What follows belongs to an exercise in optimizing a design on an open flow for a short achievable clock period and few clock cycles per item; a production flow would make more cautious choices. RTL that was checked went through simulation tests only; none was proved equivalent to the original. The RTL of runs 2 to 4 was laid out without a check of its function. In every run shown here, the design's own scripts or RTL, not TritonCTS, make the clock network. The clock port is modelled as an ideal driver, which makes a skipped or thinned clock tree look cheaper than it is; a real chip needs a root buffer or a tree. No activity file was given, so power comes from the tool's default toggle rates.

$ cat flow/design.v
`default_nettype none
package axi_wr_pkg;
    localparam int ADDR_W   = 32;
    localparam int DATA_W   = 32;
    localparam int STRB_W   = DATA_W / 8;
    localparam int ID_W     = 4;
    localparam int LEN_W    = 8;
    localparam int SIZE_W   = 3;
    localparam int MAX_SIZE = 2;
    localparam int PAGE_BIT = 12;
    localparam int AW_DEPTH = 2;
    localparam int D_DEPTH  = 3;
    localparam int W_DEPTH  = 3;
    localparam int B_DEPTH  = 5;
    localparam int AW_W  = ID_W + ADDR_W + LEN_W + SIZE_W + 2;
    localparam int W_W   = DATA_W + STRB_W + 1;
    localparam int B_W   = ID_W + 2;
    localparam int MEM_W = ID_W + ADDR_W + DATA_W + STRB_W + 1;
    typedef enum logic [1:0] {
        FIXED = 2'b00,
        INCR  = 2'b01,
        WRAP  = 2'b10,
        RSVD  = 2'b11
    } burst_e;
    typedef enum logic [1:0] {
        OKAY   = 2'b00,
        SLVERR = 2'b10
    } resp_e;
    typedef struct packed {
        logic [ID_W-1:0]   id;
        logic [ADDR_W-1:0] addr;
        logic [LEN_W-1:0]  len;
        logic [SIZE_W-1:0] size;
        burst_e            burst;
    } aw_cmd_t;
    typedef struct packed {
        logic [DATA_W-1:0] data;
        logic [STRB_W-1:0] strb;
        logic              last;
    } w_beat_t;
    typedef struct packed {
        logic [ID_W-1:0] id;
        resp_e           resp;
    } b_resp_t;
    typedef struct packed {
        logic [ID_W-1:0]   id;
        logic [ADDR_W-1:0] addr;
        logic              last;
        logic              serr;
    } beat_desc_t;
    localparam int DESC_W = ID_W + ADDR_W + 2;
    typedef struct packed {
        logic [ID_W-1:0]   id;
        logic [ADDR_W-1:0] addr;
        logic [DATA_W-1:0] data;
        logic [STRB_W-1:0] strb;
        logic              last;
    } mem_wr_t;
endpackage
`default_nettype wire
`timescale 1ns/1ps
`default_nettype none
module sync_fifo #(
    parameter int WIDTH = 8,
    parameter int DEPTH = 4
) (
    input  wire logic             clk,
    input  wire logic             rst_n,
    input  wire logic             push,
    input  wire logic [WIDTH-1:0] din,
    output logic                  ready,
    input  wire logic             pop,
    output logic      [WIDTH-1:0] dout,
    output logic                  nempty
);
    localparam int PW = (DEPTH > 1) ? $clog2(DEPTH) : 1;
    logic [WIDTH-1:0] mem [DEPTH];
    logic [PW-1:0]    wr_ptr;
    logic [PW-1:0]    rd_ptr;
    logic [PW-1:0]    wr_inc;
    logic [PW-1:0]    rd_inc;
    logic [DEPTH-1:0] occ;
    logic [DEPTH-1:0] occ_up;
    logic [DEPTH-1:0] occ_dn;
    logic             ready_q;
    logic             up;
    logic             dn;
    assign ready  = ready_q;
    assign nempty = occ[0];
    assign wr_inc = (DEPTH == 1 || wr_ptr == PW'(DEPTH - 1)) ? '0 : wr_ptr + 1'b1;
    assign rd_inc = (DEPTH == 1 || rd_ptr == PW'(DEPTH - 1)) ? '0 : rd_ptr + 1'b1;
    assign up     = push && !pop;
    assign dn     = pop && !push;
    generate
        if (DEPTH == 1) begin : g_one
            assign dout   = mem[0];
            assign occ_up = 1'b1;
            assign occ_dn = 1'b0;
        end else begin : g_many
            assign dout   = mem[rd_ptr];
            assign occ_up = {occ[DEPTH-2:0], 1'b1};
            assign occ_dn = {1'b0, occ[DEPTH-1:1]};
        end
    endgenerate
    always_ff @(posedge clk) begin
        for (int i = 0; i < DEPTH; i++) begin
            if (push && wr_ptr == PW'(i)) mem[i] <= din;
        end
    end
    always_ff @(posedge clk or negedge rst_n) begin
        if (!rst_n) begin
            wr_ptr  <= '0;
            rd_ptr  <= '0;
            occ     <= '0;
        end else begin
            if (push) wr_ptr <= wr_inc;
            if (pop)  rd_ptr <= rd_inc;
            if (up)      occ <= occ_up;
            else if (dn) occ <= occ_dn;
        end
    end
    always_ff @(posedge clk) begin
        if (up)      ready_q <= !occ_up[DEPTH-1];
        else if (dn) ready_q <= 1'b1;
        else         ready_q <= !occ[DEPTH-1];
    end
endmodule
`default_nettype wire
`default_nettype none
module peek_fifo #(
    parameter int WIDTH = 8,
    parameter int DEPTH = 3
) (
    input  wire logic             clk,
    input  wire logic             rst_n,
    input  wire logic             push,
    input  wire logic [WIDTH-1:0] din,
    output logic                  ready,
    input  wire logic             pop,
    output logic      [WIDTH-1:0] head,
    output logic      [WIDTH-1:0] head2,
    output logic      [DEPTH-1:0] occ
);
    localparam int PW = $clog2(DEPTH);
    logic [WIDTH-1:0] mem [DEPTH];
    logic [PW-1:0]    wr_ptr;
    logic [PW-1:0]    rd_ptr;
    logic [PW-1:0]    wr_inc;
    logic [PW-1:0]    rd_inc;
    logic [DEPTH-1:0] occ_q;
    logic [DEPTH-1:0] occ_up;
    logic [DEPTH-1:0] occ_dn;
    logic             ready_q;
    logic             up;
    logic             dn;
    assign ready  = ready_q;
    assign occ    = occ_q;
    assign wr_inc = (wr_ptr == PW'(DEPTH - 1)) ? '0 : wr_ptr + 1'b1;
    assign rd_inc = (rd_ptr == PW'(DEPTH - 1)) ? '0 : rd_ptr + 1'b1;
    assign head   = mem[rd_ptr];
    assign head2  = mem[rd_inc];
    assign occ_up = {occ_q[DEPTH-2:0], 1'b1};
    assign occ_dn = {1'b0, occ_q[DEPTH-1:1]};
    assign up     = push && !pop;
    assign dn     = pop && !push;
    always_ff @(posedge clk) begin
        for (int i = 0; i < DEPTH; i++) begin
            if (push && wr_ptr == PW'(i)) mem[i] <= din;
        end
    end
    always_ff @(posedge clk or negedge rst_n) begin
        if (!rst_n) begin
            wr_ptr  <= '0;
            rd_ptr  <= '0;
            occ_q   <= '0;
        end else begin
            if (push) wr_ptr <= wr_inc;
            if (pop)  rd_ptr <= rd_inc;
            if (up)      occ_q <= occ_up;
            else if (dn) occ_q <= occ_dn;
        end
    end
    always_ff @(posedge clk) begin
        if (up)      ready_q <= !occ_up[DEPTH-1];
        else if (dn) ready_q <= 1'b1;
        else         ready_q <= !occ_q[DEPTH-1];
    end
endmodule
`default_nettype wire
`timescale 1ns/1ps
`default_nettype none
module aw_decode (
    input  wire axi_wr_pkg::aw_cmd_t            cmd,
    output logic [6:0]                          mask,
    output logic                                fixed,
    output logic                                size_err
);
    always_comb begin
        mask     = ~(7'h7f << cmd.size);
        fixed    = (cmd.burst == axi_wr_pkg::FIXED);
        size_err = (cmd.size > axi_wr_pkg::SIZE_W'(axi_wr_pkg::MAX_SIZE));
    end
endmodule
`default_nettype wire
`timescale 1ns/1ps
`default_nettype none
module burst_engine (
    input  wire logic                      clk,
    input  wire logic                      rst_n,
    input  wire axi_wr_pkg::aw_cmd_t       cmd,
    input  wire logic                      cmd_nempty,
    output logic                           cmd_pop,
    input  wire axi_wr_pkg::w_beat_t       beat,
    input  wire axi_wr_pkg::w_beat_t       beat2,
    input  wire logic [1:0]                beat_occ,
    output logic                           beat_pop,
    output axi_wr_pkg::mem_wr_t            mem,
    output logic                           mem_we,
    input  wire logic                      mem_ready,
    input  wire logic                      can_start,
    output logic                           start,
    output logic                           resp_push,
    output logic                           resp_size_err,
    output logic [axi_wr_pkg::ID_W-1:0]    resp_id
);
    localparam int PB = axi_wr_pkg::PAGE_BIT;
    localparam int AW = axi_wr_pkg::ADDR_W;
    localparam int DW = axi_wr_pkg::DESC_W;
    logic                              act_q;
    logic [axi_wr_pkg::ID_W-1:0]       id_q;
    logic [AW-1:0]                     addr_q;
    logic [axi_wr_pkg::LEN_W-1:0]      rem_q;
    logic                              rz_q;
    logic [6:0]                        mask_q;
    logic                              fixed_q;
    logic                              serr_q;
    logic [6:0]                        dec_mask;
    logic                              dec_fixed;
    logic                              dec_serr;
    axi_wr_pkg::beat_desc_t            desc_in;
    axi_wr_pkg::beat_desc_t            desc;
    axi_wr_pkg::beat_desc_t            desc2;
    logic [axi_wr_pkg::D_DEPTH-1:0]    desc_occ;
    logic                              desc_ready;
    axi_wr_pkg::mem_wr_t               mem_q;
    axi_wr_pkg::mem_wr_t               mem_cur;
    axi_wr_pkg::mem_wr_t               mem_next;
    logic                              mem_we_q;
    logic                              write;
    logic                              pres_q;
    logic                              we_nxt;
    logic                              desc_pop;
    logic                              fire;
    logic                              fire_q;
    logic [axi_wr_pkg::ID_W-1:0]       pid_q;
    logic                              pserr_q;
    logic                              gen;
    logic                              load;
    logic [PB-1:0]                     filled;
    logic [PB-1:0]                     stepped;
    logic [7:0]                        size_bit;
    logic                              next_carry;
    logic                              load_carry;
    logic                              carry_q;
    aw_decode u_aw_decode (
        .cmd      (cmd),
        .mask     (dec_mask),
        .fixed    (dec_fixed),
        .size_err (dec_serr)
    );
    assign gen     = act_q && desc_ready;
    assign load    = cmd_nempty && can_start && (!act_q || (gen && rz_q));
    assign start   = load;
    assign cmd_pop = load;
    assign filled     = addr_q[PB-1:0] | {5'd0, mask_q};
    assign stepped    = filled + 1'b1;
    assign size_bit   = {1'b0, mask_q} ^ {mask_q, 1'b1};
    assign next_carry = (&(addr_q[PB-1:0] | {4'd0, mask_q, 1'b1})) &&
                        !(|(addr_q[7:0] & size_bit));
    assign load_carry = &(cmd.addr[PB-1:0] | {5'd0, dec_mask});
    always_ff @(posedge clk or negedge rst_n) begin
        if (!rst_n) act_q <= 1'b0;
        else if (load) act_q <= 1'b1;
        else if (gen && rz_q) act_q <= 1'b0;
    end
    always_ff @(posedge clk) begin
        if (load) begin
            id_q    <= cmd.id;
            addr_q  <= cmd.addr;
            rem_q   <= cmd.len;
            rz_q    <= (cmd.len == 8'd0);
            mask_q  <= dec_mask;
            fixed_q <= dec_fixed;
            serr_q  <= dec_serr;
            carry_q <= load_carry;
        end else if (gen) begin
            rem_q <= rem_q - 1'b1;
            rz_q  <= (rem_q == 8'd1);
            if (fixed_q) begin
                addr_q[PB-1:0] <= addr_q[PB-1:0] & ~{5'd0, mask_q};
            end else if (!carry_q) begin
                addr_q[PB-1:0] <= stepped;
                carry_q        <= next_carry;
            end
        end
    end
    always_comb begin
        desc_in.id   = id_q;
        desc_in.addr = addr_q;
        desc_in.last = rz_q;
        desc_in.serr = serr_q;
    end
    peek_fifo #(
        .WIDTH (DW),
        .DEPTH (axi_wr_pkg::D_DEPTH)
    ) u_desc_fifo (
        .clk    (clk),
        .rst_n  (rst_n),
        .push   (gen),
        .din    (desc_in),
        .ready  (desc_ready),
        .pop    (desc_pop),
        .head   (desc),
        .head2  (desc2),
        .occ    (desc_occ)
    );
    assign write    = pres_q && mem_ready;
    assign beat_pop = write && beat_occ[0];
    assign desc_pop = write && desc_occ[0];
    assign fire     = desc_pop && desc.last;
    assign mem           = mem_q;
    assign mem_we        = mem_we_q;
    assign resp_push     = fire_q;
    assign resp_size_err = pserr_q;
    assign resp_id       = pid_q;
    always_comb begin
        mem_cur.id    = desc.id;
        mem_cur.addr  = desc.addr;
        mem_cur.data  = beat.data;
        mem_cur.strb  = beat.strb;
        mem_cur.last  = beat.last;
        mem_next.id   = desc2.id;
        mem_next.addr = desc2.addr;
        mem_next.data = beat2.data;
        mem_next.strb = beat2.strb;
        mem_next.last = beat2.last;
    end
    always_ff @(posedge clk or negedge rst_n) begin
        if (!rst_n) begin
            mem_we_q <= 1'b0;
            fire_q   <= 1'b0;
        end else begin
            mem_we_q <= we_nxt;
            fire_q   <= fire;
        end
    end
    assign we_nxt = write ? (desc_occ[1] && beat_occ[1]) : (desc_occ[0] && beat_occ[0]);
    always_ff @(posedge clk) begin
        pres_q <= we_nxt;
        mem_q  <= write ? mem_next : mem_cur;
        if (fire) begin
            pid_q   <= desc.id;
            pserr_q <= desc.serr;
        end
    end
endmodule
`default_nettype wire
`timescale 1ns/1ps
`default_nettype none
module wresp_gen (
    input  wire logic                        clk,
    input  wire logic                        rst_n,
    input  wire logic                        start,
    output logic                             can_start,
    input  wire logic                        push,
    input  wire logic                        size_err,
    input  wire logic [axi_wr_pkg::ID_W-1:0] id,
    output axi_wr_pkg::b_resp_t              b,
    output logic                             b_valid,
    input  wire logic                        b_ready
);
    localparam int CAP = axi_wr_pkg::B_DEPTH;
    axi_wr_pkg::b_resp_t         new_resp;
    axi_wr_pkg::b_resp_t         q_head;
    axi_wr_pkg::b_resp_t         q_head2;
    logic [axi_wr_pkg::B_DEPTH-1:0] q_occ;
    axi_wr_pkg::b_resp_t         b_q;
    logic                        b_valid_q;
    logic                        bv_q;
    logic                        bv_nxt;
    logic                        b_pop;
    logic [CAP-1:0]              out_q;
    always_comb begin
        new_resp.id   = id;
        new_resp.resp = size_err ? axi_wr_pkg::SLVERR : axi_wr_pkg::OKAY;
    end
    assign b         = b_q;
    assign b_valid   = b_valid_q;
    assign b_pop     = bv_q && b_ready && q_occ[0];
    assign can_start = !out_q[CAP-1];
    peek_fifo #(
        .WIDTH (axi_wr_pkg::B_W),
        .DEPTH (axi_wr_pkg::B_DEPTH)
    ) u_b_fifo (
        .clk    (clk),
        .rst_n  (rst_n),
        .push   (push),
        .din    (new_resp),
        .ready  (),
        .pop    (b_pop),
        .head   (q_head),
        .head2  (q_head2),
        .occ    (q_occ)
    );
    always_ff @(posedge clk or negedge rst_n) begin
        if (!rst_n) begin
            b_valid_q <= 1'b0;
            out_q     <= '0;
        end else begin
            b_valid_q <= bv_nxt;
            case ({start, b_pop})
                2'b10:   out_q <= {out_q[CAP-2:0], 1'b1};
                2'b01:   out_q <= {1'b0, out_q[CAP-1:1]};
                default: out_q <= out_q;
            endcase
        end
    end
    assign bv_nxt = b_pop ? q_occ[1] : q_occ[0];
    always_ff @(posedge clk) begin
        bv_q <= bv_nxt;
        b_q  <= b_pop ? q_head2 : q_head;
    end
endmodule
`default_nettype wire
`timescale 1ns/1ps
`default_nettype none
module axi_wr_slave (
    input  wire logic                  clk,
    input  wire logic                  rst_n,
    input  wire axi_wr_pkg::aw_cmd_t   aw,
    input  wire logic                  aw_valid,
    output logic                       aw_ready,
    input  wire axi_wr_pkg::w_beat_t   w,
    input  wire logic                  w_valid,
    output logic                       w_ready,
    output axi_wr_pkg::b_resp_t        b,
    output logic                       b_valid,
    input  wire logic                  b_ready,
    output axi_wr_pkg::mem_wr_t        mem,
    output logic                       mem_we,
    input  wire logic                  mem_ready
);
    axi_wr_pkg::aw_cmd_t           aw_head;
    axi_wr_pkg::w_beat_t           w_head;
    axi_wr_pkg::w_beat_t           w_head2;
    logic [axi_wr_pkg::W_DEPTH-1:0] w_occ;
    logic                          aw_nempty;
    logic                          aw_pop;
    logic                          w_pop;
    logic                          can_start;
    logic                          start;
    logic                          resp_push;
    logic                          resp_size_err;
    logic [axi_wr_pkg::ID_W-1:0]   resp_id;
    sync_fifo #(
        .WIDTH (axi_wr_pkg::AW_W),
        .DEPTH (axi_wr_pkg::AW_DEPTH)
    ) u_aw_fifo (
        .clk    (clk),
        .rst_n  (rst_n),
        .push   (aw_valid && aw_ready),
        .din    (aw),
        .ready  (aw_ready),
        .pop    (aw_pop),
        .dout   (aw_head),
        .nempty (aw_nempty)
    );
    peek_fifo #(
        .WIDTH (axi_wr_pkg::W_W),
        .DEPTH (axi_wr_pkg::W_DEPTH)
    ) u_w_fifo (
        .clk    (clk),
        .rst_n  (rst_n),
        .push   (w_valid && w_ready),
        .din    (w),
        .ready  (w_ready),
        .pop    (w_pop),
        .head   (w_head),
        .head2  (w_head2),
        .occ    (w_occ)
    );
    burst_engine u_burst_engine (
        .clk           (clk),
        .rst_n         (rst_n),
        .cmd           (aw_head),
        .cmd_nempty    (aw_nempty),
        .cmd_pop       (aw_pop),
        .beat          (w_head),
        .beat2         (w_head2),
        .beat_occ      (w_occ[1:0]),
        .beat_pop      (w_pop),
        .mem           (mem),
        .mem_we        (mem_we),
        .mem_ready     (mem_ready),
        .can_start     (can_start),
        .start         (start),
        .resp_push     (resp_push),
        .resp_size_err (resp_size_err),
        .resp_id       (resp_id)
    );
    wresp_gen u_wresp_gen (
        .clk       (clk),
        .rst_n     (rst_n),
        .start     (start),
        .can_start (can_start),
        .push      (resp_push),
        .size_err  (resp_size_err),
        .id        (resp_id),
        .b         (b),
        .b_valid   (b_valid),
        .b_ready   (b_ready)
    );
endmodule
`default_nettype wire
$ cat flow/flow/run.sh
#!/bin/bash
# Standard synthesis and layout with three changes:
# - the clock tree: the clock port feeds four first-level clock buffers,
#   each feeding a share of 24 leaf buffers placed at the centres of
#   flip-flop clusters, so every flip-flop sees two clock buffers
#   (balanced, lower insertion delay than the stock H-tree);
# - sizing may change a cell's footprint (MATCH_CELL_FOOTPRINT=0);
# - port buffering and timing repair do not use delay cells (nodly.tcl).
# Each step's full output goes to a log of its own here.
set -euo pipefail
here=$(pwd)
nd="$here/flow/nodly.tcl"
hooks=(MATCH_CELL_FOOTPRINT=0 PRE_FLOORPLAN_TCL="$nd" PRE_GLOBAL_PLACE_TCL="$nd"
       PRE_RESIZE_TCL="$nd" PRE_REPAIR_TIMING_POST_PLACE_TCL="$nd" PRE_DETAIL_PLACE_TCL="$nd"
       PRE_GLOBAL_ROUTE_TCL="$nd" PRE_DETAIL_ROUTE_TCL="$nd")
bash standard.sh synth > "$here/log_1_synth.log" 2>&1
bash standard.sh "${hooks[@]}" floorplan place > "$here/log_2_place.log" 2>&1
bash standard.sh "${hooks[@]}" PRE_CTS_TCL="$here/flow/cts_tree.tcl" cts > "$here/log_3_cts.log" 2>&1
bash standard.sh "${hooks[@]}" finish > "$here/log_4_finish.log" 2>&1
$ cat flow/flow/cts_tree.tcl
# Manual two-level clock tree: the clock port feeds NROOT first-level
# buffers, each feeding its share of NLEAF leaf buffers, each leaf feeding
# a cluster of flip-flop clock pins (k-means on pin location).
proc kmeans {pts k iters} {
  # pts: list of {x y}; returns list of cluster index per point and centroids
  set n [llength $pts]
  set cents {}
  # seed: sort by x then pick evenly spaced
  set sorted [lsort -real -index 0 $pts]
  for {set i 0} {$i < $k} {incr i} { lappend cents [lindex $sorted [expr {int(($i + 0.5) * $n / $k)}]] }
  set asg [lrepeat $n 0]
  for {set it 0} {$it < $iters} {incr it} {
    set asg {}
    foreach p $pts {
      lassign $p x y
      set best 0; set bd 1e18; set ci 0
      foreach c $cents { lassign $c cx cy; set d [expr {($x-$cx)*($x-$cx)+($y-$cy)*($y-$cy)}]; if {$d < $bd} {set bd $d; set best $ci}; incr ci }
      lappend asg $best
    }
    set sx [lrepeat $k 0.0]; set sy [lrepeat $k 0.0]; set sn [lrepeat $k 0]
    foreach p $pts a $asg { lassign $p x y; lset sx $a [expr {[lindex $sx $a]+$x}]; lset sy $a [expr {[lindex $sy $a]+$y}]; lset sn $a [expr {[lindex $sn $a]+1}] }
    set nc {}
    for {set i 0} {$i < $k} {incr i} { if {[lindex $sn $i] > 0} { lappend nc [list [expr {[lindex $sx $i]/[lindex $sn $i]}] [expr {[lindex $sy $i]/[lindex $sn $i]}]] } else { lappend nc [lindex $cents $i] } }
    set cents $nc
  }
  return [list $asg $cents]
}

# Capacity-limited k-means: no cluster gets more than cap points.
proc balanced_kmeans {pts k iters cap} {
  lassign [kmeans $pts $k $iters] asg cents
  set n [llength $pts]
  for {set it 0} {$it < $iters} {incr it} {
    set pairs {}
    set i 0
    foreach p $pts {
      lassign $p x y
      set ci 0
      foreach c $cents {
        lassign $c cx cy
        lappend pairs [list [expr {abs($x-$cx)+abs($y-$cy)}] $i $ci]
        incr ci
      }
      incr i
    }
    set pairs [lsort -real -index 0 $pairs]
    set asg [lrepeat $n -1]
    set cnt [lrepeat $k 0]
    foreach pr $pairs {
      lassign $pr d i ci
      if {[lindex $asg $i] >= 0 || [lindex $cnt $ci] >= $cap} continue
      lset asg $i $ci
      lset cnt $ci [expr {[lindex $cnt $ci] + 1}]
    }
    set sx [lrepeat $k 0.0]; set sy [lrepeat $k 0.0]; set sn [lrepeat $k 0]
    foreach p $pts a $asg { lassign $p x y; lset sx $a [expr {[lindex $sx $a]+$x}]; lset sy $a [expr {[lindex $sy $a]+$y}]; lset sn $a [expr {[lindex $sn $a]+1}] }
    set nc {}
    for {set c 0} {$c < $k} {incr c} { if {[lindex $sn $c] > 0} { lappend nc [list [expr {[lindex $sx $c]/[lindex $sn $c]}] [expr {[lindex $sy $c]/[lindex $sn $c]}]] } else { lappend nc [lindex $cents $c] } }
    set cents $nc
  }
  return [list $asg $cents]
}

proc build_tree {nroot nleaf bufname} {
  set block [ord::get_db_block]
  set master [[ord::get_db] findMaster $bufname]
  set clknet [$block findNet clk]
  # sinks
  set sinks {}; set pts {}
  foreach it [$clknet getITerms] {
    set inst [$it getInst]
    if {[[$inst getMaster] isSequential] || [string match "*df*" [[$inst getMaster] getName]]} {
      lassign [$inst getLocation] x y
      lappend sinks $it; lappend pts [list $x $y]
    }
  }
  puts "sinks [llength $sinks]"
  # About 18 flip-flops per leaf buffer at most
  set nleaf [expr {max($nleaf, ([llength $sinks] + 17) / 18)}]
  puts "leaf buffers $nleaf"
  set cap [expr {([llength $sinks] + $nleaf - 1) / $nleaf + 1}]
  lassign [balanced_kmeans $pts $nleaf 8 $cap] asg cents
  # leaf buffers
  set leaves {}
  for {set i 0} {$i < $nleaf} {incr i} {
    set b [odb::dbInst_create $block $master "clkleaf_$i"]
    set n [odb::dbNet_create $block "clknet_leaf_$i"]
    $n setSigType CLOCK
    lassign [lindex $cents $i] cx cy
    $b setLocation [expr {int($cx)}] [expr {int($cy)}]
    $b setPlacementStatus PLACED
    [$b findITerm X] connect $n
    lappend leaves $b
  }
  foreach it $sinks a $asg { $it disconnect; $it connect [$block findNet "clknet_leaf_$a"] }
  # first level: cluster the leaves
  set lpts {}
  foreach c $cents { lappend lpts $c }
  set rcap [expr {($nleaf + $nroot - 1) / $nroot}]
  lassign [balanced_kmeans $lpts $nroot 8 $rcap] rasg rcents
  for {set r 0} {$r < $nroot} {incr r} {
    set b [odb::dbInst_create $block $master "clkroot_$r"]
    set n [odb::dbNet_create $block "clknet_root_$r"]
    $n setSigType CLOCK
    lassign [lindex $rcents $r] cx cy
    $b setLocation [expr {int($cx)}] [expr {int($cy)}]
    $b setPlacementStatus PLACED
    [$b findITerm X] connect $n
    [$b findITerm A] connect $clknet
  }
  foreach l $leaves a $rasg { [$l findITerm A] connect [$block findNet "clknet_root_$a"] }
  $clknet setSigType CLOCK
}

# Run from cts.tcl's PRE_CTS hook: build the tree here and leave
# clock_tree_synthesis with nothing to do. The rest of the CTS step
# (legalisation, timing repair, checks) runs as usual.
source [file join [file dirname [info script]] nodly.tcl]
source [file join [file dirname [info script]] outfix.tcl]
fix_outputs sky130_fd_sc_hd__buf_4 sky130_fd_sc_hd__buf_2
build_tree 4 32 sky130_fd_sc_hd__clkbuf_16
rename clock_tree_synthesis ""
proc clock_tree_synthesis {args} { puts "manual clock tree in place; clock_tree_synthesis skipped" }
$ cat flow/flow/nodly.tcl
# Keep delay cells out of port buffering and timing repair: sizing picks
# them as "larger" buffers although they are slow. Hold is met without them.
set_dont_use [get_lib_cells {sky130_fd_sc_hd__clkdlybuf4s* sky130_fd_sc_hd__dlygate* sky130_fd_sc_hd__dlymetal*}]
$ cat flow/flow/outfix.tcl
# For each output port: the port buffer, and the flip-flop that drives it.
proc out_pairs {} {
  set block [ord::get_db_block]
  set pairs {}
  foreach bt [$block getBTerms] {
    if {[$bt getIoType] ne "OUTPUT"} continue
    set net [$bt getNet]
    set drv ""
    foreach it [$net getITerms] { if {[$it isOutputSignal]} { set drv $it } }
    if {$drv eq ""} continue
    set buf [$drv getInst]
    set ain ""
    foreach it [$buf getITerms] { if {[$it isInputSignal]} { set ain $it } }
    if {$ain eq ""} continue
    set ff ""
    foreach it [[$ain getNet] getITerms] { if {[$it isOutputSignal]} { set ff [$it getInst] } }
    if {$ff eq "" || ![[$ff getMaster] isSequential]} continue
    lappend pairs [list $buf $ff $ain]
  }
  return $pairs
}

# Move each output flip-flop next to its port buffer, give the port buffer
# more drive, and hang the flip-flop's other loads off a buffer of their own
# so the flip-flop output sees only the port buffer and that one buffer.
proc fix_outputs {bufcell splitcell} {
  set block [ord::get_db_block]
  set db [ord::get_db]
  set bm [$db findMaster $bufcell]
  set sm [$db findMaster $splitcell]
  set n 0; set s 0
  foreach p [out_pairs] {
    lassign $p buf ff ain
    lassign [$buf getLocation] x y
    $ff setLocation $x $y
    if {$bufcell ne ""} { $buf swapMaster $bm }
    set qnet [$ain getNet]
    set others {}
    foreach it [$qnet getITerms] {
      if {[$it isInputSignal] && [$it getInst] ne $buf} { lappend others $it }
    }
    if {[llength $others] > 0} {
      # A wide internal fanout gets a strong buffer
      set m [expr {[llength $others] > 4 ? [$db findMaster sky130_fd_sc_hd__buf_12] : $sm}]
      set sb [odb::dbInst_create $block $m "outsplit_$s"]
      set sn [odb::dbNet_create $block "outsplit_net_$s"]
      $sb setLocation $x $y
      $sb setPlacementStatus PLACED
      foreach it $others { $it disconnect; $it connect $sn }
      foreach it [$sb getITerms] {
        if {[$it isInputSignal]} { $it connect $qnet }
        if {[$it isOutputSignal]} { $it connect $sn }
      }
      incr s
    }
    incr n
  }
  puts "fixed $n output flip-flops, split $s"
}
$ cat flow/standard.sh
#!/bin/bash
# synth_recipe.tcl (not shown) runs the flow's synth.tcl, then flattens the netlist and writes it again
# the make line also repeats each setting of config.mk as NAME=value (left out here)
make -C /OpenROAD-flow-scripts/flow DESIGN_CONFIG=/design/flow/config.mk WORK_HOME=/design/flow/orfs CLKGATE_MAP_FILE= SYNTH_SCRIPT=/design/flow/synth_recipe.tcl "${@:-finish}"
$ cat flow/config.mk
export PLATFORM = sky130hd
export DESIGN_NAME = axi_wr_slave
export DESIGN_NICKNAME = axi_wr_slave
export VERILOG_FILES = /design/flow/design.v
export SDC_FILE = /design/flow/constraint.sdc
export NUM_CORES = 4
export LEC_CHECK = 0
export ABC_CLOCK_PERIOD_IN_PS = 1800
export CAP_MARGIN = 20
export CORE_MARGIN = 2
export CORE_UTILIZATION = 55
export GPL_TIMING_DRIVEN = 1
export PLACE_DENSITY = 0.55
export SETUP_SLACK_MARGIN = 3.6
export SLEW_MARGIN = 20
$ cat flow/constraint.sdc
create_clock -name core_clock -period 5.5 [get_ports {clk}]
set_input_delay 1.1000 -clock core_clock [delete_from_list [all_inputs] [get_ports {clk}]]
set_output_delay 1.1000 -clock core_clock [all_outputs]
set_load 0.01 [all_outputs]
==> results.py, run 1 <==
metrics = {
    "job": {
        "drv_cap": 0,
    },
    "critical_path": {
        "cp.buffers_inverters": 1,
        "critPathMaxStageDelay_ns": 0.38,
        "crit_cells": 1,
        "cp_max_fo": 1,
        "slowest_stage": "dfrtp_1",
        "reg2reg_depth": 5,
        "path_class": "register to primary output",
        "r2r-start": "u_burst_engine.mask_q[5]",
        "crit_start": "u_wresp_gen.b_valid_q",
        "arrival_ns": 0.87,
        "cp-end-kind": "primary output",
        "cp_cell_sequence": "buf_6",
        "cp.required_ns": 4.40,
        "critPathLaunchType": "register",
        "path_delay_family": "flip-flops",
    },
    "timing": {
        "setup_viol_count_final": 0,
        "post-route-period-util_pct": 35.7,
        "rsz0062_at_grt": "true",
        "fin_tns_setup_ns": 0,
        "skew_ns": 0.0284,
        "maxSlewHeadroom_pct": 43.1,
        "worst_pin_slew_ns": 0.846,
        "hold_viol_final": 0,
        "slew_viol_final": 0,
        "fmax_ghz": 0.509,
        "period_minus_slack_ns": 1.97,
    },
    "drt": {
        "vias_per_cell": 6.09,
        "first_iter_violations": 1064,
        "drtAntennaViolNets": 0,
        "wl_met2_mm": 28.4,
        "via_count": 14200,
        "wl_per_cell_um": 24.2,
        "highest-signal-layer": "met5",
        "wl_met3_mm": 3.62,
        "routed_wl_mm": 56.5,
        "drc": 0,
        "drt-met1-wl_mm": 22.7,
        "dr.pass1.iters": 5,
    },
    "global_routing": {
        "grtUsageTotal_pct": 27.4,
        "grt_pass1_wl_mm": 82.3,
        "gr-total-overflow": 0,
        "grt_pass1_vias": 14000,
        "grt_start_max_net_pins": 58,
        "antenna_found_initial": 2,
    },
    "status": {
        "status": "complete, no violations",
    },
    "synthesis": {
        "ys_seq_area_share_pct": 71.1,
        "yosysWarnings": 11,
        "async_reset_ff_share_pct": 7.18,
        "synth_ff_type": "edfxtp_1",
        "synth_edf_count": 408,
        "ys_seq_elements": 529,
        "ys_types": 59,
        "syn_nets": 1611,
        "syn_inst": 1490,
        "syn_area_um2": 20900,
        "postSynthAreaPerCell_um2": 14.0,
    },
    "floorplan": {
        "coreArea_um2": 37600,
        "die_h_um": 199,
        "rows": 71,
        "start_util_pct": 55.7,
        "die_area_um2": 39600,
        "die_w_um": 199,
        "io_pins": 175,
    },
    "place": {
        "dpl.cell_count": 2101,
        "gp_congestion": 0.784,
        "io_buffers": 173,
        "hpwl_mm": 26.4,
    },
    "finish": {
        "synthToLayoutAreaGrowth_pct": 29.6,
        "drive_gt1_share_pct": 31.5,
        "layout.nets": 1940,
        "final_cells": 2331,
    },
    "worst_hold_path": {
        "whs_path_depth": 0,
        "hp-class": "register to register",
        "min_from": "u_burst_engine.addr_q[25]",
    },
    "power": {
        "vdd_ir_drop_max_v": 0.000473,
        "leakage_nw": 9.56,
        "power_density_nw_per_um2": 609,
        "p_total_mw": 16.5,
    },
    "clock_tree": {
        "insertion_delay_ns": 0.37,
        "clk_pin_slew_ns": 0.07,
    },
}
-- worst reg2reg max path: stages (launching register included) --
cell and delay [ns]:
edfxtp_1 0.41, o22ai_2 0.13, or4_4 0.55, or3_4 0.36, xor2_2 0.15, o22ai_2 0.09
-- cells in the mapped netlist (29+ instances only) --
library cell / count / area [µm²]
a211oi_1: 74 / 556
a21oi_1: 104 / 521
a22o_1: 73 / 639
a22oi_1: 85 / 638
clkbuf_1: 65 / 244
dfrtp_1: 38 / 951
dfxtp_1: 83 / 1660
edfxtp_1: 408 / 12300
ha_1: 29 / 363
mux2i_1: 30 / 300
nand2_1: 121 / 454
nor2_1: 37 / 139
o21ai_0: 121 / 606
-- through the flow --
stage	cell area [µm²]	worst slack (ns)	hold slack, ns	util [%]
5_1_grt	27100	3.50	0.484	72.1
4_1_cts	26400	3.32	0.454	70.3
3_3_place_gp	22100	2.42	0.444	58.9
3_5_place_dp	22100	2.40	0.454	58.9
6_report	27100	3.53	0.471	72.2
2_1_floorplan	21100	2.89	0.440	-
-- flip-flops by register name, indices dropped and copies added, names as in the netlist, 3 cells and up --
register	count
u_wresp_gen.b_q	5
u_burst_engine.rem_q	8
u_w_fifo.occ_q	3
u_w_fifo.mem	111
u_wresp_gen.u_b_fifo.rd_ptr	3
u_burst_engine.id_q	4
u_burst_engine.u_desc_fifo.mem	114
u_burst_engine.u_desc_fifo.occ_q	3
u_burst_engine.mask_q	7
u_aw_fifo.mem	98
u_wresp_gen.u_b_fifo.wr_ptr	3
u_wresp_gen.u_b_fifo.mem	25
u_burst_engine.mem_q	73
u_burst_engine.pid_q	4
u_wresp_gen.u_b_fifo.occ_q	5
u_burst_engine.addr_q	32
u_wresp_gen.out_q	5
-- cell type report --
cell class	count	area, µm²
Sequential cell	529	15000
Fill cell	2408	10500
Multi-Input combinational cell	853	6860
Timing Repair Buffer	368	3610
Buffer	38	911
Tap cell	511	639
Inverter	29	121
Antenna cell	3	7.51
-- layout by cell type (no fill, tap or decap), drive strengths merged, types with 4 or more instances in the layout --
cell type and count:
edfxtp 408, buf 332, nand2 128, o21ai 121, a21oi 104, a22oi 85
dfxtp 83, clkbuf 74, a211oi 74, a22o 73, nor2 40, dfrtp 38
mux2i 30, inv 29, ha 29, mux2 28, xnor2 11, nand3 11
nor2b 8, nor4 8, o22ai 8, nor3 8, nand2b 7, nor3b 7
a221oi 6, and2 6, xor2 6, o221a 5, and3 5, or4 5
a21boi 5, a21o 4, or2 4
-- logic make-up (layout without fill, tap and decap cells) --
group | count (synthesis) | count (layout) | share of synthesized area [%]
other | 1 | 4 | 0.0179
buffers and inverters | 120 | 435 | 2.32
adder cells (fa/ha/maj) | 29 | 29 | 1.73
AO/OA/AOI/OAI | 502 | 502 | 16.0
AND/OR/NAND/NOR | 234 | 246 | 5.19
flip-flops | 529 | 529 | 71.1
multiplexers | 58 | 58 | 2.94
XOR/XNOR | 17 | 17 | 0.712
-- routing by layer --
layer / vias up / track usage [%]
met5: - / 0
met4: 2 / 7.74
met3: 112 / 3.37
met2: 538 / 48.3
met1: 7122 / 35.7
li1: 6430 / -
-- path summary, 6_finish.rpt --
| path | endpoint | slack, ns |
|---|---|---|
| max reg2reg | u_burst_engine.addr_q[9] | 3.57 |
| min | u_burst_engine.u_desc_fifo.mem[0][27] | 0.47 |
| max | b_valid | 3.53 |
| min reg2reg | u_burst_engine.u_desc_fifo.mem[0][27] | 0.47 |
| min in group asynchronous | u_aw_fifo.wr_ptr | 0.73 |
| max in group asynchronous | u_burst_engine.u_desc_fifo.rd_ptr[0] | 4.32 |
-- power breakdown --
| part | leakage [nW] | internal (mW) | switching [mW] | total, mW |
|---|---|---|---|---|
| sequential | 4.95 | 5.95 | 0.796 | 6.75 |
| clock | 0.444 | 1.16 | 1.18 | 2.35 |
| combinational | 4.17 | 3.20 | 4.21 | 7.41 |
| total | 9.56 | 10.3 | 6.19 | 16.5 |
-- what timing repair did --
action                     CTS  global route
resized for setup          376           192
hold buffers                 0             0
cloned                      48             1
pin swaps                   29             6
setup endpoints to repair  571           276
buffers inserted           113            27
Testbench counts, summed over its fixed seeds: cycles 14,376, beats 13,386.
==> run 2, diff against run 1 <==
--- a/flow/design.v
+++ b/flow/design.v
@@ -273,7 +273,11 @@
     assign start   = load;
     assign cmd_pop = load;
     assign filled     = addr_q[PB-1:0] | {5'd0, mask_q};
-    assign stepped    = filled + 1'b1;
+    always_comb begin
+        for (int i = 0; i < PB; i++) begin
+            stepped[i] = filled[i] ^ (&(filled | ~PB'((1 << i) - 1)));
+        end
+    end
     assign size_bit   = {1'b0, mask_q} ^ {mask_q, 1'b1};
     assign next_carry = (&(addr_q[PB-1:0] | {4'd0, mask_q, 1'b1})) &&
                         !(|(addr_q[7:0] & size_bit));
--- a/flow/flow/cts_tree.tcl
+++ b/flow/flow/cts_tree.tcl
@@ -1,6 +1,7 @@
 # Manual two-level clock tree: the clock port feeds NROOT first-level
 # buffers, each feeding its share of NLEAF leaf buffers, each leaf feeding
-# a cluster of flip-flop clock pins (k-means on pin location).
+# a cluster of flip-flop clock pins (k-means on pin location, with a cap
+# on the cluster size so every leaf carries about the same load).
 proc kmeans {pts k iters} {
   # pts: list of {x y}; returns list of cluster index per point and centroids
   set n [llength $pts]
@@ -61,9 +62,11 @@
   return [list $asg $cents]
 }
 
-proc build_tree {nroot nleaf bufname} {
+proc build_tree {nroot nleaf bufname {leafname ""}} {
+  if {$leafname eq ""} { set leafname $bufname }
   set block [ord::get_db_block]
-  set master [[ord::get_db] findMaster $bufname]
+  set master [[ord::get_db] findMaster $leafname]
+  set rmaster [[ord::get_db] findMaster $bufname]
   set clknet [$block findNet clk]
   # sinks
   set sinks {}; set pts {}
@@ -99,7 +102,7 @@
   set rcap [expr {($nleaf + $nroot - 1) / $nroot}]
   lassign [balanced_kmeans $lpts $nroot 8 $rcap] rasg rcents
   for {set r 0} {$r < $nroot} {incr r} {
-    set b [odb::dbInst_create $block $master "clkroot_$r"]
+    set b [odb::dbInst_create $block $rmaster "clkroot_$r"]
     set n [odb::dbNet_create $block "clknet_root_$r"]
     $n setSigType CLOCK
     lassign [lindex $rcents $r] cx cy
@@ -118,6 +121,6 @@
 source [file join [file dirname [info script]] nodly.tcl]
 source [file join [file dirname [info script]] outfix.tcl]
 fix_outputs sky130_fd_sc_hd__buf_4 sky130_fd_sc_hd__buf_2
-build_tree 4 32 sky130_fd_sc_hd__clkbuf_16
+build_tree 4 40 sky130_fd_sc_hd__clkbuf_16 sky130_fd_sc_hd__clkbuf_8
 rename clock_tree_synthesis ""
 proc clock_tree_synthesis {args} { puts "manual clock tree in place; clock_tree_synthesis skipped" }
==> run 2 against run 1 <==
  * Design area is 4.9% lower
  * Critical path depth is the same
  * Die area fell by 1.2%
  * Hold slack lost 0.010 ns
  * Fmax up 0.62%
  * Largest cell class unchanged
  * Still clean on timing, DRC and antenna
  * Sequential share of layout area is 2.8 points higher
  * First-iteration DRC count is 6.2% lower
  * Setup slack improved by 0.012 ns
  * Critical path type unchanged
  * Clock power decreased by 19%
  * Power down 7.1%
  * Flip-flop and latch count unchanged
  * Critical endpoint unchanged
==> results.py, run 2 <==
metrics = {
    "timing": {
        "fin_tns_setup_ns": 0,
        "holdWs_ns": 0.461,
        "rsz0062_at_grt": "true",
        "skew_ns": 0.0362,
        "setup_viol_count_final": 0,
        "hold_viol_final": 0,
        "period_minus_slack_ns": 1.95,
        "slew_viol_final": 0,
        "fmax_ghz": 0.512,
        "worst_pin_slew_ns": 0.685,
        "post-route-period-util_pct": 35.5,
        "maxSlewHeadroom_pct": 54.3,
    },
    "synthesis": {
        "synth_edf_count": 408,
        "yosysWarnings": 11,
        "syn_area_um2": 20700,
        "ys_top_cells_by_area": "edfxtp_1 (59%), dfxtp_1 (8.0%), dfrtp_1 (4.6%), a22oi_1 (3.3%), a22o_1 (3.1%)",
        "synth_top_area_share_pct": 59.3,
        "postSynthAreaPerCell_um2": 14.1,
        "synth_commonest_cells": "edfxtp_1 (408), nand2_1 (133), o21ai_0 (113), a21oi_1 (99), a22oi_1 (91)",
        "ys_seq_area_share_pct": 71.9,
        "ys_types": 57,
        "syn_inst": 1461,
        "synth_area_leader_cell": "edfxtp_1",
        "syn_nets": 1581,
        "synth_most_common_cell": "edfxtp_1",
        "async_reset_ff_share_pct": 7.18,
        "synth_ff_type": "edfxtp_1",
        "ys_seq_elements": 529,
    },
    "critical_path": {
        "slowest_stage": "dfrtp_1",
        "cp_cell_sequence": "buf_6",
        "path_class": "register to primary output",
        "r2r-end": "u_burst_engine.mem_q[31]",
        "critPathLaunchType": "register",
        "reg2reg_depth": 7,
        "cp-end-kind": "primary output",
        "cp.buffers_inverters": 1,
        "critPathMaxStageDelay_ns": 0.39,
        "cp_max_fo": 1,
        "r2r_setup_slack_ns": 3.63,
        "path_delay_family": "flip-flops",
        "cp.required_ns": 4.40,
        "r2r-start": "u_w_fifo.rd_ptr[0]",
        "arrival_ns": 0.85,
    },
    "global_routing": {
        "antenna_found_initial": 0,
        "grt_pass1_vias": 13000,
        "grt_pass1_wl_mm": 73.4,
        "grtUsageTotal_pct": 24.5,
        "grt_start_max_net_pins": 75,
        "gr-total-overflow": 0,
    },
    "clock_tree": {
        "clk_pin_slew_ns": 0.08,
        "hold_buffers": 0,
        "insertion_delay_ns": 0.36,
    },
    "finish": {
        "mostFrequentLayoutCells": "edfxtp_1 (408), nand2_1 (125), buf_6 (112), buf_1 (110), o21ai_0 (91)",
        "largest_reg_flops": 114,
        "final_cells": 2208,
        "top_register": "u_burst_engine.u_desc_fifo.mem",
        "drive_gt1_share_pct": 30.5,
        "reg.largest.list": "u_burst_engine.u_desc_fifo.mem: 114 flops, u_w_fifo.mem: 111 flops, u_aw_fifo.mem: 98 flops",
        "final_common_cell": "edfxtp_1",
        "synthToLayoutAreaGrowth_pct": 24.8,
        "n_antenna_cell": 0,
        "layout.nets": 1862,
    },
    "drt": {
        "wl_per_cell_um": 23.0,
        "first_iter_violations": 998,
        "drc": 0,
        "drtAntennaViolNets": 0,
        "via_count": 13400,
        "dr.pass1.iters": 5,
        "routed_wl_mm": 50.8,
        "vias_per_cell": 6.09,
    },
    "floorplan": {
        "io_pins": 175,
        "start_util_pct": 56.2,
        "coreArea_um2": 36800,
        "rows": 70,
        "die_w_um": 198,
        "die_h_um": 198,
        "die_area_um2": 39100,
    },
    "power": {
        "vdd_ir_drop_max_v": 0.000335,
        "leakage_nw": 9.03,
        "p_total_mw": 15.3,
        "power_density_nw_per_um2": 595,
    },
    "job": {
        "drv_cap": 0,
    },
    "place": {
        "gp_congestion": 0.782,
        "io_buffers": 173,
        "hpwl_mm": 25.3,
        "dpl.cell_count": 2032,
    },
    "worst_hold_path": {
        "min_to": "u_burst_engine.u_desc_fifo.mem[2][20]",
        "min_from": "u_burst_engine.addr_q[18]",
        "hp-class": "register to register",
        "whs_path_depth": 0,
    },
    "status": {
        "status": "complete, no violations",
    },
}
## run 2: repair_timing
item | 4_1_cts | 5_1_grt
resized for setup | 351 | 174
setup endpoints to repair | 518 | 237
cloned | 34 | 1
pin swaps | 33 | 10
buffers inserted | 60 | 35
## run 2: area by class of cell
| type | count | area, µm² |
|---|---|---|
| plain buffers | 46 | 661 |
| flip-flops and latches | 529 | 15000 |
| repair buffers | 304 | 2810 |
| well taps | 468 | 586 |
| inverters | 31 | 124 |
| multi-input cells | 830 | 6640 |
| fillers | 2445 | 11000 |
## run 2: how the worst max path moves through the flow
stage,start,to,cells after the start
2_1_floorplan,w_valid,u_w_fifo.mem[1][0],2
3_3_place_gp,w_valid,u_w_fifo.mem[1][11],4
3_5_place_dp,w_valid,u_w_fifo.mem[1][8],4
4_1_cts,w_valid,u_w_fifo.mem[2][33],5
5_1_grt,u_wresp_gen.b_valid_q,b_valid,1
6_report,u_wresp_gen.b_valid_q,b_valid,1
## run 2: routing by layer
layer / global-route usage, % / routed length, µm / up-vias
met1: 32.9 / 21200 / 6700
met5: 0 / 0 / -
met2: 42.8 / 25300 / 461
met4: 6.24 / 1310 / 0
met3: 2.74 / 3040 / 85
li1: - / - / 6200
## run 2: power breakdown
group / internal [mW] / switching, mW / total (mW) / leakage [nW]
Sequential: 5.90 / 0.783 / 6.69 / 4.95
Clock: 0.787 / 1.12 / 1.90 / 0.337
Combinational: 2.85 / 3.89 / 6.74 / 3.75
Total: 9.54 / 5.79 / 15.3 / 9.03
## run 2: logic make-up (layout without fill, tap and decap cells)
kind of cell | count (synthesis) | in the layout | share of synthesized area, %
xor gates and xnor gates | 8 | 8 | 0.339
buffers and inverters | 119 | 381 | 2.28
other | 1 | 1 | 0.0181
AOI/OAI and AO/OA | 496 | 496 | 16.1
muxes | 51 | 51 | 2.64
DFF | 529 | 529 | 71.9
adders and majority gates | 28 | 28 | 1.70
and+or+nand+nor | 229 | 246 | 4.97
## run 2: stage by stage
stage               setup WS, ns  cell area (µm²)  utilization [%]
floorplan                   2.89            20900                -
global placement            2.30            21800             59.4
detailed placement          2.25            21800             59.4
CTS                         3.38            25100             68.2
global route                3.50            25800             70.1
finish                      3.55            25800             70.1
==> run 3, diff against run 2 <==
--- a/flow/design.v
+++ b/flow/design.v
@@ -258,6 +258,7 @@
     logic                              load;
     logic [PB-1:0]                     filled;
     logic [PB-1:0]                     stepped;
+    logic [PB-1:0]                     ones_below;
     logic [7:0]                        size_bit;
     logic                              next_carry;
     logic                              load_carry;
@@ -274,9 +275,11 @@
     assign cmd_pop = load;
     assign filled     = addr_q[PB-1:0] | {5'd0, mask_q};
     always_comb begin
-        for (int i = 0; i < PB; i++) begin
-            stepped[i] = filled[i] ^ (&(filled | ~PB'((1 << i) - 1)));
+        ones_below[0] = 1'b1;
+        for (int i = 1; i < PB; i++) begin
+            ones_below[i] = ones_below[i-1] & filled[i-1];
         end
+        stepped = filled ^ ones_below;
     end
     assign size_bit   = {1'b0, mask_q} ^ {mask_q, 1'b1};
     assign next_carry = (&(addr_q[PB-1:0] | {4'd0, mask_q, 1'b1})) &&
==> run 3 against run 2 <==
  * Utilization about the same
  * Synthesized cell count increased by 1.4%
  * Clock skew increased by 0.023 ns
  * Global-route usage increased by 1.3 points
  * Critical path depth increased by 14
  * First-iteration DRC count decreased by 4.9%
  * Design area increased by 2.2%
  * Sequential share of layout area decreased by 1.2 points
  * Synthesized area increased by 1.2%
  * Routed wire length increased by 2.5%
  * Via count increased by 2.1%
  * Highest routed layer unchanged
  * Critical path type is now register to register
  * Hold slack got worse by 0.0032 ns
==> results.py, run 3 <==
metrics = {
    "status": {
        "status": "complete, no violations",
    },
    "critical_path": {
        "path_class": "register to register",
        "critPathMaxStageDelay_ns": 0.39,
        "critPathLaunchType": "register",
        "reg2reg_depth": 15,
        "cp_cell_sequence": "buf_1 -> or2_4 -> ha_4 -> ha_4 -> ha_4 -> ha_4 -> ha_4 -> ha_4 -> ha_4 -> ha_4 -> ha_4 -> ha_4 -> xor2_1 -> nand3_1 -> o21ai_1",
        "cp.required_ns": 5.59,
        "cp_common_cell": "ha_4",
        "cp_max_fo": 2,
        "r2r-end": "u_burst_engine.addr_q[11]",
        "r2r_setup_slack_ns": 2.67,
        "r2r-start": "u_burst_engine.addr_q[1]",
        "arrival_ns": 2.92,
        "cp-end-kind": "register",
        "slowest_stage": "edfxtp_1",
    },
    "timing": {
        "setup_viol_count_final": 0,
        "period_minus_slack_ns": 2.83,
        "worst_pin_slew_ns": 0.758,
        "rsz0062_at_grt": "true",
        "fmax_ghz": 0.354,
        "fin_tns_setup_ns": 0,
        "post-route-period-util_pct": 51.4,
        "maxSlewHeadroom_pct": 49.0,
        "slew_viol_final": 0,
        "skew_ns": 0.0589,
        "hold_viol_final": 0,
    },
    "synthesis": {
        "ys_types": 54,
        "ys_seq_elements": 529,
        "synth_area_leader_cell": "edfxtp_1",
        "synth_ff_type": "edfxtp_1",
        "syn_area_um2": 20900,
        "syn_nets": 1611,
        "synth_top_area_share_pct": 58.6,
        "postSynthAreaPerCell_um2": 14.1,
        "syn_inst": 1481,
        "synth_edf_count": 408,
        "ys_top_cells_by_area": "edfxtp_1 (59%), dfxtp_1 (7.9%), dfrtp_1 (4.5%), a22oi_1 (3.1%), a22o_1 (3.1%)",
        "synth_most_common_cell": "edfxtp_1",
        "ys_seq_area_share_pct": 71.1,
        "yosysWarnings": 11,
        "async_reset_ff_share_pct": 7.18,
        "synth_commonest_cells": "edfxtp_1 (408), o21ai_0 (120), nand2_1 (117), a21oi_1 (103), a22oi_1 (86)",
    },
    "drt": {
        "dr.pass1.iters": 5,
        "drc": 0,
        "drtAntennaViolNets": 0,
        "via_count": 13700,
        "vias_per_cell": 6.01,
        "wl_per_cell_um": 22.8,
        "first_iter_violations": 949,
        "routed_wl_mm": 52.1,
    },
    "worst_hold_path": {
        "min_to": "u_aw_fifo.ready_q",
        "hp-class": "register to register",
        "min_from": "u_aw_fifo.occ[0]",
        "whs_path_depth": 1,
    },
    "finish": {
        "reg.largest.list": "u_burst_engine.u_desc_fifo.mem: 114 flops, u_w_fifo.mem: 111 flops, u_aw_fifo.mem: 98 flops",
        "largest_reg_flops": 114,
        "nFillCells": 2554,
        "top_register": "u_burst_engine.u_desc_fifo.mem",
        "final_common_cell": "edfxtp_1",
        "layout.nets": 1905,
        "synthToLayoutAreaGrowth_pct": 25.9,
        "drive_gt1_share_pct": 32.1,
        "mostFrequentLayoutCells": "edfxtp_1 (408), buf_1 (124), buf_6 (111), nand2_1 (109), o21ai_0 (89)",
    },
    "floorplan": {
        "die_area_um2": 39600,
        "coreArea_um2": 37600,
        "rows": 71,
        "start_util_pct": 55.7,
        "die_h_um": 199,
        "io_pins": 175,
        "die_w_um": 199,
    },
    "global_routing": {
        "grt_start_max_net_pins": 51,
        "grt_pass1_vias": 13700,
        "grt_pass1_wl_mm": 78.0,
        "grtUsageTotal_pct": 25.8,
        "gr-total-overflow": 0,
        "antenna_found_initial": 1,
    },
    "power": {
        "p_total_mw": 15.8,
        "vdd_ir_drop_max_v": 0.000434,
        "leakage_nw": 9.13,
        "power_density_nw_per_um2": 601,
    },
    "place": {
        "gp_congestion": 0.807,
        "hpwl_mm": 26.4,
        "io_buffers": 173,
    },
    "clock_tree": {
        "hold_buffers": 0,
        "clk_pin_slew_ns": 0.10,
        "insertion_delay_ns": 0.38,
    },
    "job": {
        "drv_cap": 0,
    },
}
run 3: changes by cell type after synthesis, sizes merged, moves of 7 or more:
cell,before,now
mux2i,23,30
or2,0,8
o211ai,8,1
ha,28,38
nand2,133,117
o21ai,113,120
run 3: routing by layer:
| metal | global-route usage [%] | up-vias | wire length, µm |
|---|---|---|---|
| met5 | 0 | - | 0 |
| met3 | 4.15 | 92 | 3230 |
| li1 | - | 6324 | - |
| met1 | 33.2 | 6873 | 20800 |
| met2 | 44.7 | 442 | 26400 |
| met4 | 8.68 | 0 | 1700 |
run 3: power breakdown:
group	switching (mW)	internal, mW
registers	0.852	5.94
logic	4.10	3.02
clock network	1.14	0.787
total	6.09	9.75
run 3: cell type report:
class                           instances  area, µm²  area share (%)
Sequential cell                       529      15000            56.8
Multi-Input combinational cell        855       7230            27.4
Timing Repair Buffer                  318       2740            10.4
Buffer                                 46        661            2.51
Tap cell                              511        639            2.43
Inverter                               25        110           0.418
Antenna cell                            1       2.50         0.00950
run 3: cells by family after synthesis:
logic type / synth area share, %
compound gates: 15.8
simple gates: 5.00
fa+ha+maj: 2.27
buf+inv: 2.28
other cells: 0.0179
xor+xnor: 0.461
flops: 71.1
mux: 3.14
run 3: how the worst max path moves through the flow:
stage / from / end / slack, ns / cells after the start
finish: u_burst_engine.addr_q[1] / u_burst_engine.addr_q[11] / 2.67 / 15
global route: u_burst_engine.addr_q[1] / u_burst_engine.carry_q / 2.55 / 22
CTS: u_burst_engine.addr_q[1] / u_burst_engine.addr_q[11] / 2.74 / 14
detailed placement: w_valid / u_w_fifo.mem[0][21] / 2.26 / 4
global placement: w_valid / u_w_fifo.mem[0][21] / 2.26 / 4
floorplan: u_burst_engine.addr_q[1] / u_burst_engine.addr_q[11] / 2.78 / 14
run 3: worst max-delay path: cells and delay by family, from the launching register on:
family          cells  cell delay [ns]
simple gates        2             0.32
compound gates      1             0.06
xor+xnor            1             0.14
fa+ha+maj          10             1.54
flops               1             0.39
buf+inv             1             0.12
run 3: repair_timing:
| item | 4_1_cts | 5_1_grt |
|---|---|---|
| gates resized for setup | 372 | 187 |
| setup endpoints to repair | 549 | 288 |
| pin swaps | 42 | 10 |
| gates cloned | 32 | 0 |
| setup buffers | 92 | 22 |
run 3: through the flow:
step | utilization, % | hold WS (ns) | instance area (µm²) | instances | setup slack (ns)
after global placement | 59.2 | 0.442 | 22300 | 2091 | 2.26
after global routing | 70.1 | 0.466 | 26300 | 2285 | 2.55
final | 70.1 | 0.458 | 26300 | 2285 | 2.67
after detailed placement | 59.3 | 0.460 | 22300 | 2092 | 2.26
after CTS | 68.4 | 0.460 | 25700 | 2262 | 2.74
after floorplan | - | 0.440 | 21300 | 1481 | 2.78
==> run 4, diff against run 3 <==
--- a/flow/design.v
+++ b/flow/design.v
@@ -251,9 +251,6 @@
     logic                              we_nxt;
     logic                              desc_pop;
     logic                              fire;
-    logic                              fire_q;
-    logic [axi_wr_pkg::ID_W-1:0]       pid_q;
-    logic                              pserr_q;
     logic                              gen;
     logic                              load;
     logic [PB-1:0]                     filled;
@@ -337,9 +334,9 @@
     assign fire     = desc_pop && desc.last;
     assign mem           = mem_q;
     assign mem_we        = mem_we_q;
-    assign resp_push     = fire_q;
-    assign resp_size_err = pserr_q;
-    assign resp_id       = pid_q;
+    assign resp_push     = fire;
+    assign resp_size_err = desc.serr;
+    assign resp_id       = desc.id;
     always_comb begin
         mem_cur.id    = desc.id;
         mem_cur.addr  = desc.addr;
@@ -355,20 +352,14 @@
     always_ff @(posedge clk or negedge rst_n) begin
         if (!rst_n) begin
             mem_we_q <= 1'b0;
-            fire_q   <= 1'b0;
         end else begin
             mem_we_q <= we_nxt;
-            fire_q   <= fire;
         end
     end
     assign we_nxt = write ? (desc_occ[1] && beat_occ[1]) : (desc_occ[0] && beat_occ[0]);
     always_ff @(posedge clk) begin
         pres_q <= we_nxt;
         mem_q  <= write ? mem_next : mem_cur;
-        if (fire) begin
-            pid_q   <= desc.id;
-            pserr_q <= desc.serr;
-        end
     end
 endmodule
 `default_nettype wire
@@ -395,6 +386,8 @@
     logic                        b_valid_q;
     logic                        bv_q;
     logic                        bv_nxt;
+    axi_wr_pkg::b_resp_t         b_at0;
+    axi_wr_pkg::b_resp_t         b_at1;
     logic                        b_pop;
     logic [CAP-1:0]              out_q;
     always_comb begin
@@ -432,10 +425,12 @@
             endcase
         end
     end
-    assign bv_nxt = b_pop ? q_occ[1] : q_occ[0];
+    assign bv_nxt = b_pop ? (q_occ[1] || push) : (q_occ[0] || push);
+    assign b_at0  = q_occ[0] ? q_head : new_resp;
+    assign b_at1  = q_occ[1] ? q_head2 : new_resp;
     always_ff @(posedge clk) begin
         bv_q <= bv_nxt;
-        b_q  <= b_pop ? q_head2 : q_head;
+        b_q  <= b_pop ? b_at1 : b_at0;
     end
 endmodule
 `default_nettype wire
==> run 4 against run 3 <==
  * Power increased by 3.5%
  * Die area decreased by 0.43%
  * Final cell count increased by 4.5%
  * Combinational power increased by 7.7%
  * Synthesized cell count increased by 1.0%
  * Flip-flop and latch count decreased by 6
  * Critical path depth increased by 7
  * Clock power about the same
  * Setup slack got worse by 0.25 ns
  * Largest cell class unchanged
  * Largest power group unchanged
==> results.py, run 4 <==
metrics = {
    "finish": {
        "top_register": "u_burst_engine.u_desc_fifo.mem",
        "reg.largest.list": "u_burst_engine.u_desc_fifo.mem: 114 flops, u_w_fifo.mem: 111 flops, u_aw_fifo.mem: 98 flops",
        "layout.nets": 2006,
        "nFillCells": 2475,
        "drive_gt1_share_pct": 32.2,
        "synthToLayoutAreaGrowth_pct": 29.6,
        "largest_reg_flops": 114,
        "mostFrequentLayoutCells": "edfxtp_1 (403), buf_1 (159), buf_6 (112), nand2_1 (105), a22oi_1 (82)",
        "final_common_cell": "edfxtp_1",
        "seqCellArea_um2": 14800,
        "multi_input_area_um2": 7280,
    },
    "global_routing": {
        "grtUsageTotal_pct": 27.0,
        "antenna_found_initial": 3,
        "grt_pass1_vias": 14000,
        "grt_pass1_wl_mm": 81.2,
        "gr-total-overflow": 0,
        "grt_start_max_net_pins": 40,
    },
    "timing": {
        "post-route-period-util_pct": 56.0,
        "fmax_ghz": 0.325,
        "slew_viol_final": 0,
        "rsz0062_at_grt": "true",
        "skew_ns": 0.0329,
        "worst_pin_slew_ns": 0.878,
        "maxSlewHeadroom_pct": 40.9,
        "hold_viol_final": 0,
        "fin_tns_setup_ns": 0,
        "period_minus_slack_ns": 3.08,
        "setup_viol_count_final": 0,
    },
    "power": {
        "vdd_ir_drop_max_v": 0.000337,
        "p_sw_mw": 6.34,
        "p_int_mw": 10.0,
        "p_sw_share_pct": 38.7,
        "clkPwrFrac_pct": 11.8,
        "leakage_nw": 9.44,
        "power_density_nw_per_um2": 607,
        "sequentialPowerShare_pct": 41.4,
        "power_frac_comb_pct": 46.8,
        "p_total_mw": 16.4,
    },
    "place": {
        "hpwl_mm": 26.9,
        "gp_congestion": 0.863,
        "io_buffers": 173,
    },
    "drt": {
        "wl_per_cell_um": 23.3,
        "dr.pass1.iters": 5,
        "routed_wl_mm": 55.5,
        "drtAntennaViolNets": 0,
        "first_iter_violations": 972,
        "vias_per_cell": 5.93,
        "drc": 0,
        "via_count": 14200,
    },
    "critical_path": {
        "path_class": "register to register",
        "crit_start": "u_burst_engine.mask_q[1]",
        "critPathMaxStageDelay_ns": 0.40,
        "arrival_ns": 3.16,
        "r2r-start": "u_burst_engine.mask_q[1]",
        "slowest_stage": "edfxtp_1",
        "cp_cell_sequence": "buf_1 -> buf_1 -> buf_2 -> buf_1 -> buf_2 -> buf_1 -> buf_1 -> buf_2 -> buf_1 -> buf_2 -> buf_1 -> buf_1 -> buf_2 -> buf_1 -> buf_1 -> buf_1 -> buf_2 -> buf_6 -> o2111ai_1 -> a221oi_1 -> o211ai_1 -> o41ai_2",
        "cp-end-kind": "register",
        "cp_max_fo": 4,
        "critPathLaunchType": "register",
        "cp.required_ns": 5.58,
        "cp_common_cell": "buf_1",
    },
    "synthesis": {
        "synth_area_leader_cell": "edfxtp_1",
        "synth_most_common_cell": "edfxtp_1",
        "ys_seq_elements": 523,
        "postSynthAreaPerCell_um2": 13.9,
        "async_reset_ff_share_pct": 7.07,
        "ys_top_cells_by_area": "edfxtp_1 (58%), dfxtp_1 (8.0%), dfrtp_1 (4.4%), a22o_1 (3.2%), a22oi_1 (3.0%)",
        "synth_commonest_cells": "edfxtp_1 (403), nand2_1 (116), a21oi_1 (100), a22oi_1 (83), dfxtp_1 (83)",
        "synth_top_area_share_pct": 58.1,
        "synth_edf_count": 403,
        "syn_area_um2": 20800,
        "ys_types": 58,
        "yosysWarnings": 11,
        "syn_inst": 1496,
        "synth_ff_type": "edfxtp_1",
        "ys_seq_area_share_pct": 70.5,
        "syn_nets": 1626,
    },
    "job": {
        "drv_cap": 0,
    },
    "worst_hold_path": {
        "min_from": "u_burst_engine.addr_q[24]",
        "hp-class": "register to register",
    },
    "clock_tree": {
        "insertion_delay_ns": 0.36,
        "clk_pin_slew_ns": 0.09,
        "hold_buffers": 0,
    },
    "floorplan": {
        "die_h_um": 199,
        "start_util_pct": 55.5,
        "die_w_um": 199,
        "die_area_um2": 39400,
        "rows": 71,
        "coreArea_um2": 37500,
        "io_pins": 175,
    },
    "status": {
        "status": "complete, no violations",
    },
}
run 4: cell count changes after synthesis, sizes merged, moves of 5 or more:
| cell | before | now |
|---|---|---|
| buf | 40 | 19 |
| nand3 | 15 | 20 |
| clkbuf | 52 | 74 |
| edfxtp | 408 | 403 |
| a211o | 0 | 5 |
| and2 | 5 | 11 |
| o221a | 5 | 0 |
| a211oi | 74 | 79 |
run 4: critical path: cells and delay by family, from the launching register on:
| family | cells | cell delay, ns |
|---|---|---|
| buffers and inverters | 18 | 1.79 |
| AOI/OAI and AO/OA | 4 | 0.64 |
| DFF | 1 | 0.40 |
run 4: final timing paths:
check                      cells after the start  slack, ns                                    end
min                                            0       0.47  u_burst_engine.u_desc_fifo.mem[2][26]
max reg2reg                                   22       2.42                 u_burst_engine.carry_q
min in group asynchronous                      1       0.75                       u_aw_fifo.wr_ptr
max in group asynchronous                      1       4.30         u_wresp_gen.u_b_fifo.rd_ptr[2]
min reg2reg                                    0       0.47  u_burst_engine.u_desc_fifo.mem[2][26]
max                                           22       2.42                 u_burst_engine.carry_q
run 4: metrics by stage:
stage / cells / hold WS, ns / area (µm²) / setup WS (ns) / utilization [%]
6_report: 2387 / 0.465 / 27000 / 2.42 / 72.0
3_3_place_gp: 2106 / 0.444 / 22200 / 2.29 / 59.3
5_1_grt: 2386 / 0.480 / 27000 / 2.29 / 72.0
2_1_floorplan: 1496 / 0.440 / 21200 / 2.77 / -
3_5_place_dp: 2106 / 0.453 / 22200 / 2.33 / 59.3
4_1_cts: 2318 / 0.453 / 25900 / 2.77 / 69.2
run 4: logic make-up (layout without fill, tap and decap cells):
kind of cell / Yosys count / count (layout) / share of synthesized area [%]
XOR/XNOR: 10 / 10 / 0.421
other: 1 / 3 / 0.0180
flip-flops: 523 / 523 / 70.5
buffers and inverters: 122 / 482 / 2.31
adder cells (fa/ha/maj): 38 / 38 / 2.28
multiplexers: 55 / 55 / 2.82
AO/OA/AOI/OAI: 507 / 507 / 16.3
AND/OR/NAND/NOR: 240 / 258 / 5.35
run 4: per-layer routing:
layer | vias to the layer above | GRT usage [%] | share of wire (%) | routed length [µm]
met1 | 7047 | 34.6 | 40 | 22200
met2 | 438 | 48.8 | 51 | 28400
met4 | 2 | 6.61 | 3.0 | 1670
li1 | 6558 | - | - | -
met3 | 108 | 3.42 | 5.8 | 3250
met5 | - | 0 | 0.031 | 17
run 4: final cells by class:
class / count / area share, %
flip-flops and latches: 523 / 54.8
plain buffers: 46 / 2.45
multi-input cells: 869 / 27.0
well taps: 511 / 2.37
inverters: 29 / 0.482
diodes: 2 / 0.0185
repair buffers: 407 / 12.9
run 4: what timing repair did:
action / 4_1_cts / 5_1_grt
setup buffers: 122 / 67
cloned: 44 / 0
endpoints found under the setup margin: 591 / 310
pin swaps: 43 / 30
resized for setup: 355 / 262
run 4: power by group through the flow:
stage	Combinational, mW	Sequential [mW]	Clock (mW)
2_1_floorplan	3.40	6.62	0
3_3_place_gp	4.75	6.69	0
3_5_place_dp	4.85	6.73	0
4_1_cts	6.89	6.81	1.45
5_1_grt	8.23	6.91	2.11
6_report	7.67	6.78	1.93

==> separate check: timing with driven ports <==
The flow's constraints put no driver on any port. The routed layouts listed below were extracted and timed again, unchanged, in two steps. Step 1 (the two cells are an assumption about what drives the block):
set clk [get_ports {clk}]
set_driving_cell -lib_cell sky130_fd_sc_hd__clkbuf_16 $clk
set_driving_cell -lib_cell sky130_fd_sc_hd__buf_2 [delete_from_list [all_inputs] $clk]
Step 2 adds t to the input delays and takes it off the output delays; t is the mean of the earliest and latest rising clock arrival at the registers after step 1. Input paths then give back, and output paths get back, about the clock's delay inside the block. a / b / c = ideal / step 1 / step 2; a / b = the first two.
| run | t, ns | slack for setup (ns) | hold slack, ns | worst slew at a driven data input, ns |
|---|---|---|---|---|
| run 1 | 0.477 | 3.535 / 3.418 / 3.219 | 0.471 / 0.471 / 0.471 | 0.09 |
| run 2 | 0.460 | 3.547 / 3.427 / 3.186 | 0.461 / 0.461 / 0.461 | 0.21 |
| run 3 | 0.469 | 2.675 / 2.675 / 2.675 | 0.458 / 0.458 / 0.458 | 0.10 |
| run 4 | 0.462 | 2.420 / 2.420 / 2.420 | 0.465 / 0.465 / 0.465 | 0.11 |
After both steps setup and hold are still met in every run listed. For run 2, which loses most, drivers alone change the setup slack by -0.120 ns; drivers and shift together by -0.361 ns.
